From an optimization exercise on the open Yosys and OpenROAD flow, aimed at small area, a short achievable clock period and few clock cycles; shortcuts taken in it are not production practice. In this exercise RTL edits were held to simulation tests only and were not proved equivalent to the original. No activity file was given, so power comes from the tool's default toggle rates.

// segmax_stream
module segmax_stream
#(
   parameter int DATA_W = segmax_pkg::DATA_W_DEF,
   parameter int LANES  = 8,
   parameter int CNT_W  = 16
) (
   input  logic                    clk,
   input  logic                    rst,
   input  logic [1:0]              seg_mode,
   input  logic                    in_valid,
   output logic                    in_ready,
   input  logic [LANES*DATA_W-1:0] in_data,
   input  logic                    in_last,
   output logic                    out_valid,
   input  logic                    out_ready,
   output logic [LANES*DATA_W-1:0] out_max,
   output logic [CNT_W-1:0]        out_beats
);
export LEC_CHECK = 0
export ABC_AREA = 1
export CAP_MARGIN = 20
export CORE_MARGIN = 2
export CORE_UTILIZATION = 40
export SETUP_SLACK_MARGIN = 5
export SLEW_MARGIN = 20
create_clock -name core_clock -period 10.0 [get_ports {clk}]
standard.sh (not shown) runs the stock make flow with config.mk's settings and CLKGATE_MAP_FILE= SYNTH_SCRIPT=/design/flow/synth_recipe.tcl, a recipe that flattens the netlist after the stock synthesis.
==> flow/flow/run.sh <==
#!/bin/bash
# The standard layout, with plain buffers on the ports instead of delay cells,
# and timing repair aiming a little further below the clock period.
# make's full output goes to standard.log; each ORFS step logs under orfs/logs.
export BUFFER_PORTS_ARGS="-buffer_cell sky130_fd_sc_hd__buf_1"
bash standard.sh SETUP_SLACK_MARGIN=7.0 finish > standard.log 2>&1
The baseline went through all stages and came out clean.
Testbench counts at the start, summed over its fixed seeds: cycles 22,349.
Edit:
--- a/flow/flow/run.sh
+++ b/flow/flow/run.sh
@@ -4,3 +4,3 @@
 # make's full output goes to standard.log; each ORFS step logs under orfs/logs.
 export BUFFER_PORTS_ARGS="-buffer_cell sky130_fd_sc_hd__buf_1"
-bash standard.sh SETUP_SLACK_MARGIN=7.0 finish > standard.log 2>&1
+bash standard.sh SETUP_SLACK_MARGIN=6.5 finish > standard.log 2>&1
Effect: First-iteration DRC count shrinks by a little under a tenth. Global-route usage went down by 3.1 points. Wire length fell by a little under a tenth. Register-to-register slack got worse by 270 ps. Power falls by roughly a tenth. Count of clock-buffer cells in the layout goes down by 4. Clock skew barely changes.

========
Another version of the RTL of segmax_stream (not shown whole).
For scale: about 3500 cells after synthesis, about 280 flip-flops, roughly 540 I/O pins, ~0.023 mm2 of cells after synthesis.
Settings: LEC_CHECK=0, ABC_AREA=1, CAP_MARGIN=20, CORE_MARGIN=2, CORE_UTILIZATION=50, CTS_BUF_LIST=sky130_fd_sc_hd__clkbuf_4 sky130_fd_sc_hd__clkbuf_8, SETUP_SLACK_MARGIN=5, SLEW_MARGIN=20; clock period 10.0 ns.
==> flow/flow/run.sh <==
#!/bin/bash
# The standard layout, with plain buffers on the ports instead of delay cells,
# and timing repair aiming a little further below the clock period.
# make's full output goes to standard.log; each ORFS step logs under orfs/logs.
export BUFFER_PORTS_ARGS="-buffer_cell sky130_fd_sc_hd__buf_1"
bash standard.sh SETUP_SLACK_MARGIN=6.0 finish > standard.log 2>&1
The starting point passed the timing, design-rule and antenna checks.
Testbench counts at the start, summed over its fixed seeds: cycles 21,117.
Rerun with:
- CORE_UTILIZATION: 50 -> 40
- CTS_BUF_LIST: sky130_fd_sc_hd__clkbuf_4 sky130_fd_sc_hd__clkbuf_8 -> not set
Result: Clock skew went down by 27 ps; wire length went down slightly; clock-buffer cell count went down by 9; first-iteration DRC count went down by about a fifth; cell count went up by a few percent; synthesized cell count is unchanged; worst setup slack is better by 78 ps; sequential power stays flat; sequential share of layout area went down by 0.42 points; clock power went up by a few percent; utilization went down by 10 points.
Rerun with:
--- a/flow/flow/run.sh
+++ b/flow/flow/run.sh
@@ -5,2 +5,2 @@
 export BUFFER_PORTS_ARGS="-buffer_cell sky130_fd_sc_hd__buf_1"
-bash standard.sh SETUP_SLACK_MARGIN=6.0 finish > standard.log 2>&1
+bash standard.sh SETUP_SLACK_MARGIN=5.6 finish > standard.log 2>&1
=> The new run finished clean. Clock power decreases by a few percent. Final cell count hardly moves. Power decreases slightly. Synthesized area is unchanged. Flip-flop and latch count stays the same. Final area decreases slightly. Routed wire length decreases slightly. Via count decreases slightly. Setup slack loses 41 ps.

## afterwards: timing with drivers on the ports
The results above use ideal ports. As a check the final layouts listed here were re-extracted and re-timed, cells and wires unchanged. Step 1 (the two cells are an assumption about what drives the block):
set clk [get_ports {clk}]
set_driving_cell -lib_cell sky130_fd_sc_hd__clkbuf_16 $clk
set_driving_cell -lib_cell sky130_fd_sc_hd__buf_2 [delete_from_list [all_inputs] $clk]
Step 2 also shifts input and output timing later by t, the mid clock arrival at the registers, as if the neighbouring blocks saw the same clock. Slacks: ideal / step 1 / step 2; pairs: ideal / step 1.
run	shift t [ns]	setup slack, ns	hold WS [ns]	latest minus earliest clock arrival (ns)	worst register clock-pin slew, ns
the first run of note 1	0.606	6.592 / 6.573 / 5.967	0.492 / 0.492 / 0.492	0.030 / 0.030	0.06 / 0.06
the second run of note 1	0.597	6.520 / 6.541 / 5.944	0.486 / 0.486 / 0.486	0.030 / 0.030	0.07 / 0.07
the first run of note 2	0.701	5.580 / 5.549 / 5.442	0.551 / 0.551 / 0.551	0.043 / 0.044	0.07 / 0.07
the second run of note 2	0.599	5.658 / 5.625 / 5.622	0.548 / 0.548 / 0.548	0.016 / 0.016	0.06 / 0.06
the third run of note 2	0.599	5.617 / 5.595 / 5.332	0.536 / 0.536 / 0.536	0.018 / 0.018	0.06 / 0.06
After both steps setup and hold are still met in every run listed. The setup slack of the first run of note 1, which loses most, moves by -0.019 ns with the drivers and by -0.625 ns with both steps.
